This design comes from an exercise in tuning for small area on the open sky130 flow, not from production work. The RTL was checked by simulation tests, not by an equivalence proof against the original design. Power figures rest on the tool's default switching activity, not on a simulated workload.

==> design.v <==
package pool_pkg;
  localparam logic MODE_MAX = 1'b0;
  localparam logic MODE_AVG = 1'b1;
  typedef enum logic [1:0] {
    ST_IDLE,
    ST_RUN,
    ST_FLUSH
  } state_t;
endpackage
module pool_lane_alu
#(
  parameter int unsigned DATA_WIDTH = 16,
  parameter int unsigned ACC_W      = 18,
  parameter int unsigned SHIFT      = 2
) (
  input  logic                  MODE,
  input  logic                  SEED,     
  input  logic                  FINAL,    
  input  logic [ACC_W-1:0]      ACC,      
  input  logic [DATA_WIDTH-1:0] PIX,
  output logic [ACC_W-1:0]      NEXT,     
  output logic [ACC_W-2:0]      PAIR      
);
  logic [ACC_W-1:0] pix_ext, opb, sum, comb;
  logic             take_pix;
  assign pix_ext  = ACC_W'($signed(PIX));
  assign opb      = (MODE == pool_pkg::MODE_AVG) ? pix_ext : ~pix_ext;
  assign sum      = ACC + opb + ACC_W'(MODE != pool_pkg::MODE_AVG);
  assign take_pix = sum[ACC_W-1] | SEED;
  assign comb     = (MODE == pool_pkg::MODE_AVG) ? sum : (take_pix ? pix_ext : ACC);
  assign NEXT[ACC_W-1:DATA_WIDTH] = comb[ACC_W-1:DATA_WIDTH];
  assign NEXT[DATA_WIDTH-1:0]     = (MODE == pool_pkg::MODE_AVG && FINAL) ? sum[SHIFT +: DATA_WIDTH]
                                                                          : comb[DATA_WIDTH-1:0];
  assign PAIR = comb[ACC_W-2:0];
endmodule
module pool_engine
#(
  parameter int unsigned DATA_WIDTH = 16,
  parameter int unsigned NUM_PE     = 4,
  parameter int unsigned POOL_X     = 2,
  parameter int unsigned POOL_Y     = 2,
  parameter int unsigned MAX_OUT_W  = 32,
  parameter int unsigned DIM_WIDTH  = 10
) (
  input  logic                 CLK,
  input  logic                 RESET,
  input  logic                 START,
  input  logic [DIM_WIDTH-1:0] CFG_ROW_W,
  input  logic [DIM_WIDTH-1:0] CFG_ROWS,
  input  logic                 CFG_MODE,
  input  logic                 IN_VALID,
  output logic                 IN_READY,
  input  logic [DATA_WIDTH*NUM_PE-1:0] DATA_IN,
  output logic                 OUT_VALID,
  input  logic                 OUT_READY,
  output logic [DATA_WIDTH*NUM_PE-1:0] DATA_OUT,
  output logic                 BUSY,
  output logic                 DONE
);
  localparam int unsigned ACC_W = DATA_WIDTH + 2;    
  localparam int unsigned BUF_W = DATA_WIDTH + 1;    
  localparam int unsigned OXW   = $clog2(MAX_OUT_W);
  logic                 run, flush, out_valid, done;
  logic                 mode, py;
  logic [DIM_WIDTH-1:0] x, x_inc, row_w, rows_left;
  logic                 out_free, accept, px, in_range, last_x, last_y;
  logic [OXW-1:0]       ox;
  logic                 win_done, buf_we;
  logic [BUF_W-1:0] rbuf [MAX_OUT_W][NUM_PE];
  logic [ACC_W-1:0] acc  [NUM_PE];
  logic [ACC_W-1:0] opa  [NUM_PE];
  logic [ACC_W-1:0] nxt  [NUM_PE];
  logic [BUF_W-1:0] pair [NUM_PE];
  logic [BUF_W-1:0] rd   [NUM_PE];
  logic [MAX_OUT_W-1:0] rsel, wsel;
  assign out_free = !out_valid || OUT_READY;
  assign IN_READY = run && out_free;
  assign accept   = IN_VALID && run && out_free;
  assign px       = x[0];
  assign ox       = x[OXW:1];
  assign in_range = (x[DIM_WIDTH-1:OXW+1] == '0);
  assign x_inc    = x + 1'b1;
  assign last_x   = (x_inc == row_w);
  assign last_y   = (rows_left == DIM_WIDTH'(1));
  assign win_done = accept && px && py && in_range;
  assign buf_we   = accept && px && !py && in_range;
  for (genvar k = 0; k < MAX_OUT_W; k++) begin : g_sel
    assign rsel[k] = py && !px && (ox == OXW'(k));
    assign wsel[k] = buf_we && (ox == OXW'(k));
  end
  always_comb begin
    for (int l = 0; l < NUM_PE; l++) begin
      rd[l] = '0;
      for (int k = 0; k < MAX_OUT_W; k++) rd[l] = rd[l] | ({BUF_W{rsel[k]}} & rbuf[k][l]);
    end
  end
  for (genvar l = 0; l < NUM_PE; l++) begin : g_lane
    assign opa[l] = px ? acc[l] : ACC_W'($signed(rd[l]));
    pool_lane_alu #(
      .DATA_WIDTH (DATA_WIDTH),
      .ACC_W      (ACC_W),
      .SHIFT      (2)
    ) u_alu (
      .MODE  (mode),
      .SEED  (!px && !py),
      .FINAL (px && py),
      .ACC   (opa[l]),
      .PIX   (DATA_IN[l*DATA_WIDTH +: DATA_WIDTH]),
      .NEXT  (nxt[l]),
      .PAIR  (pair[l])
    );
    assign DATA_OUT[l*DATA_WIDTH +: DATA_WIDTH] = acc[l][DATA_WIDTH-1:0];
  end
  assign OUT_VALID = out_valid;
  assign BUSY      = run || flush;
  assign DONE      = done;
  always_ff @(posedge CLK) begin
    if (accept) begin
      for (int l = 0; l < NUM_PE; l++) acc[l] <= nxt[l];
    end
    for (int k = 0; k < MAX_OUT_W; k++) begin
      if (wsel[k]) begin
        for (int l = 0; l < NUM_PE; l++) rbuf[k][l] <= pair[l];
      end
    end
  end
  always_ff @(posedge CLK) begin
    if (!run && !flush && START) begin
      row_w     <= CFG_ROW_W;
      rows_left <= CFG_ROWS;
      mode      <= CFG_MODE;
      x         <= '0;
      py        <= 1'b0;
    end else if (accept) begin
      if (last_x) begin
        x         <= '0;
        py        <= !py;
        rows_left <= rows_left - 1'b1;
      end else begin
        x <= x_inc;
      end
    end
  end
  always_ff @(posedge CLK or posedge RESET) begin
    if (RESET) begin
      run       <= 1'b0;
      flush     <= 1'b0;
      out_valid <= 1'b0;
      done      <= 1'b0;
    end else begin
      done <= flush && out_free;
      if (win_done)       out_valid <= 1'b1;
      else if (OUT_READY) out_valid <= 1'b0;
      if (!run && !flush) begin
        if (START) run <= 1'b1;
      end else if (run) begin
        if (accept && last_x && last_y) begin
          run   <= 1'b0;
          flush <= 1'b1;
        end
      end else if (out_free) begin
        flush <= 1'b0;
      end
    end
  end
endmodule
==> run.sh <==
#!/bin/bash
# synth_recipe.tcl (not shown) runs the flow's synth.tcl, then flattens the netlist and writes it again
# the make line also repeats each setting of config.mk as NAME=value (left out here)
make -C /OpenROAD-flow-scripts/flow DESIGN_CONFIG=/design/flow/config.mk WORK_HOME=/design/flow/orfs CLKGATE_MAP_FILE= SYNTH_SCRIPT=/design/flow/synth_recipe.tcl finish
==> config.mk <==
export PLATFORM = sky130hd
export DESIGN_NAME = pool_engine
export DESIGN_NICKNAME = pool_engine
export VERILOG_FILES = /design/flow/design.v
export SDC_FILE = /design/flow/constraint.sdc
export NUM_CORES = 4
export LEC_CHECK = 0
export CAP_MARGIN = 20
export CORE_MARGIN = 2
export CORE_UTILIZATION = 40
export SLEW_MARGIN = 20
==> constraint.sdc <==
create_clock -name core_clock -period 10.0 [get_ports {CLK}]
set_input_delay 2.0000 -clock core_clock [delete_from_list [all_inputs] [get_ports {CLK}]]
set_output_delay 2.0000 -clock core_clock [all_outputs]
set_load 0.01 [all_outputs]
==> results.sh <==
export IMPL_crit_path_end="acc[0][14]"
export IMPL_core_sq_um=224000
export IMPL_synth_fp_nets=5698
export IMPL_gp_congestion=0.956
export IMPL_grt_use_total=0.306
export IMPL_cp_end_kind="flip-flop"
export IMPL_hold_worst_slack_ns=0.503
export IMPL_cp_required_ns=10.64
export IMPL_crit_chain="buf_4 -> nor3b_4 -> nand2_1 -> nor2_4 -> buf_4 -> a22oi_1 -> nand4_1 -> nor2_1 -> a2bb2oi_1 -> ha_1 -> a21o_1 -> a21oi_1 -> o21bai_1 -> a21oi_1 -> o21ai_0 -> a21oi_1 -> o21ai_0 -> a2111oi_0 -> or3_1 -> xor2_1 -> mux2i_2 -> buf_4 -> mux2_2"
export IMPL_cts_num_sinks=2284
export IMPL_slowest_delay_ns=0.79
export IMPL_fmax_ghz=0.117
export IMPL_power_density_nw_per_um2=298
export IMPL_root_buffer="clkbuf_16"
export IMPL_hp_class="flip-flop to flip-flop"
export IMPL_slowest_stage="nor3b_4"
export IMPL_post_cts_buffers=0
export IMPL_cts_tree="built"
export IMPL_fill_cells=19100
export IMPL_cts_buffers=220
export IMPL_dr_pass1_iters=8
export IMPL_area_growth_pct=15.3
export IMPL_ff2ff_path_depth=23
export IMPL_die_h_microns=479
export IMPL_rows=174
export IMPL_multi_input_area_sq_um=20500
export IMPL_start_util=0.402
export IMPL_worstReg2RegEnd="acc[0][14]"
export IMPL_p_leak_nw=32.5
export IMPL_grt_max_degree=101
export IMPL_crit_fanout=33
export IMPL_routed_wl_mm=362
export IMPL_arrival_ns=9.18
export IMPL_clk_pin_slew_ns=0.06
export IMPL_synthFlopType="edfxtp_1"
export IMPL_antenna_found_initial=7
export IMPL_synth_async_reset_ratio=0.00175
export IMPL_skew_ns=0.0585
export IMPL_vias_per_cell=6.78
export IMPL_stdcell_count=8968
export IMPL_ys_ff_latch=2284
export IMPL_via_count=60800
export IMPL_clockBufferDepth=3
export IMPL_maxCapViolations=0
export IMPL_holdPathStages=1
export IMPL_worstSkewPairLatency_ns=0.90
export IMPL_io_pin_count=158
export IMPL_htreeDepth=4
export IMPL_timing_setup_tns_ns=0
export IMPL_tightest_slew_ns=1.25
export IMPL_finalSetupViolCount=0
export IMPL_crit_start="py"
export IMPL_crit_type="flip-flop to flip-flop"
export IMPL_syn_area_per_cell_sq_um=16.3
export IMPL_period_needed_ns=8.54
export IMPL_port_buffer_count=157
export IMPL_hold_viol=0
export IMPL_ir_worst_vdd_mv=0.211
export IMPL_r2r_slack_ns=1.46
export IMPL_synth_cells=5537
export IMPL_dp_hpwl_mm=203
export IMPL_cts_hold_buf=0
export IMPL_grt_pass1_vias=56500
export IMPL_seqCellArea_sq_um=68500
export IMPL_ys_seq_area_frac=0.759
export IMPL_dieArea_sq_um=229000
export IMPL_status="timing/DRC/antenna clean"
export IMPL_first_iter_violations=11700
export IMPL_ant_nets=0
export IMPL_synth_area_sq_um=90200
export IMPL_drc=0
export IMPL_synth_edf_count=2269
export IMPL_rsz0062_at_grt="false"
export IMPL_cp_start_kind="flip-flop"
export IMPL_rr_startpoint="py"
export IMPL_p_total_mw=31.1
export IMPL_max_slew_margin=0.168
export IMPL_maxSlewViolCount=0
export IMPL_yosys_warnings=11
export IMPL_final_nets=5953
export IMPL_fin_crit_sh=0.854
export IMPL_postLayoutCoreUtil=0.464
export IMPL_drive_gt1_frac=0.125
export IMPL_grt_pass1_wl_mm=484
export IMPL_die_x_microns=479
export IMPL_cts_repair_resized=0
export IMPL_dp_cells=8561
export IMPL_grt_overflow=0
export IMPL_synth_distinct_cells=92
export IMPL_wl_per_cell_microns=40.3
## critical path, delay by kind of cell (launching register included)
kind / cells / cell delay, ns
AO/OA/AOI/OAI: 10 / 2.79
AND/OR/NAND/NOR: 6 / 2.60
buffers and inverters: 3 / 1.23
flip-flops: 1 / 0.50
multiplexers: 2 / 0.42
adder cells (fa/ha/maj): 1 / 0.40
XOR/XNOR: 1 / 0.30
## per-stage QoR
step | worst slack (ns) | instance area (sq um)
6_report | 1.46 | 104000
4_1_cts | 1.71 | 104000
3_5_place_dp | 1.72 | 96800
2_1_floorplan | 2.80 | 90200
3_3_place_gp | 1.55 | 96800
5_1_grt | 1.22 | 104000
## where the power goes
group	internal (mW)	switching, mW	total (mW)
Combinational	2.25	6.29	8.54
Sequential	13.6	0.462	14.1
Clock	4.76	3.67	8.43
## flip-flops by register name, summed over array words and instances, names as in the netlist, 10 cells and up
register,cells
x,10
acc,72
rbuf,2176
row_w,10
rows_left,10
## routing by layer
metal	share of wire	global-route usage
met5	0.00013	0
met4	0.066	0.172
met3	0.13	0.0669
met2	0.45	0.472
met1	0.35	0.403
## layout make-up
| class | count | area share |
|---|---|---|
| inverter | 46 | 0.00176 |
| sequential | 2284 | 0.658 |
| multi-input combinational | 2803 | 0.197 |
| tap | 2992 | 0.0360 |
| timing repair buffer | 437 | 0.0384 |
| clock buffer | 274 | 0.0559 |
| clock inverter | 127 | 0.0132 |
| antenna | 5 | 0.000120 |
## layout by cell type, fill, tap and decap left out, types with 41 or more instances in the layout
cell type / count
clkbuf_16: 225
a21o_1: 41
mux2i_1: 67
nor3_1: 69
edfxtp_1: 2269
inv_1: 43
xnor2_1: 115
ha_1: 67
nor2_1: 156
a22oi_1: 840
a21oi_1: 129
nand4_1: 200
a22o_1: 44
o21ai_0: 98
clkbuf_1: 49
nand2_1: 167
a221oi_1: 83
buf_4: 254
nor2_4: 56
clkdlybuf4s50_1: 157
clkinv_1: 47
nand3_1: 97
## synthesized netlist by cell type, drive strengths merged, types with 26 or more instances
cell / number / area share
xor2: 34 / 0.0033
ha: 67 / 0.0093
xnor2: 117 / 0.011
buf: 172 / 0.011
a21oi: 134 / 0.0074
and3: 29 / 0.0021
a21o: 41 / 0.0034
nand4: 201 / 0.014
a22oi: 840 / 0.070
a21boi: 26 / 0.0022
a221oi: 83 / 0.0081
nor3: 79 / 0.0045
o32a: 27 / 0.0030
clkbuf: 232 / 0.0097
nand2: 170 / 0.0071
a22o: 44 / 0.0043
edfxtp: 2269 / 0.76
mux2i: 82 / 0.0091
inv: 46 / 0.0019
o21ai: 110 / 0.0061
nand3: 97 / 0.0054
nor2: 215 / 0.0089
## worst min-delay path by stage
stage | from | to
finish | flush | done
global route | flush | done
CTS | flush | done
detailed placement | flush | done
global placement | flush | done
floorplan | flush | done
## kinds of logic after synthesis
family | synth area share
adders and majority gates | 0.0102
buffers and inverters | 0.0225
AOI/OAI and AO/OA | 0.127
xor gates and xnor gates | 0.0158
muxes | 0.0120
DFF | 0.759
and+or+nand+nor | 0.0541

[what the ideal ports hide]
How much do the figures lean on ideal ports? The routed layout below was timed once more, with nothing changed but the port constraints. Step 1: set_driving_cell puts a clkbuf_16 on CLK and a buf_2 on each other input, an assumption about the parent block. Step 2 times the ports against the registers' clock, not the clock port: input delays grow and output delays shrink by t, the midpoint of the rising clock arrivals with the driver on. Slacks: ideal / step 1 / step 2; pairs: ideal / step 1.
t (ns): 0.966
setup slack, ns: 1.461 / 1.461 / 1.461
latest minus earliest clock arrival (ns): 0.058 / 0.059
worst slew at a driven data input, ns: 0.22
After both steps setup and hold are still met in this run. The setup slack of this run moves by 0.000 ns with the drivers and by 0.000 ns with both steps.
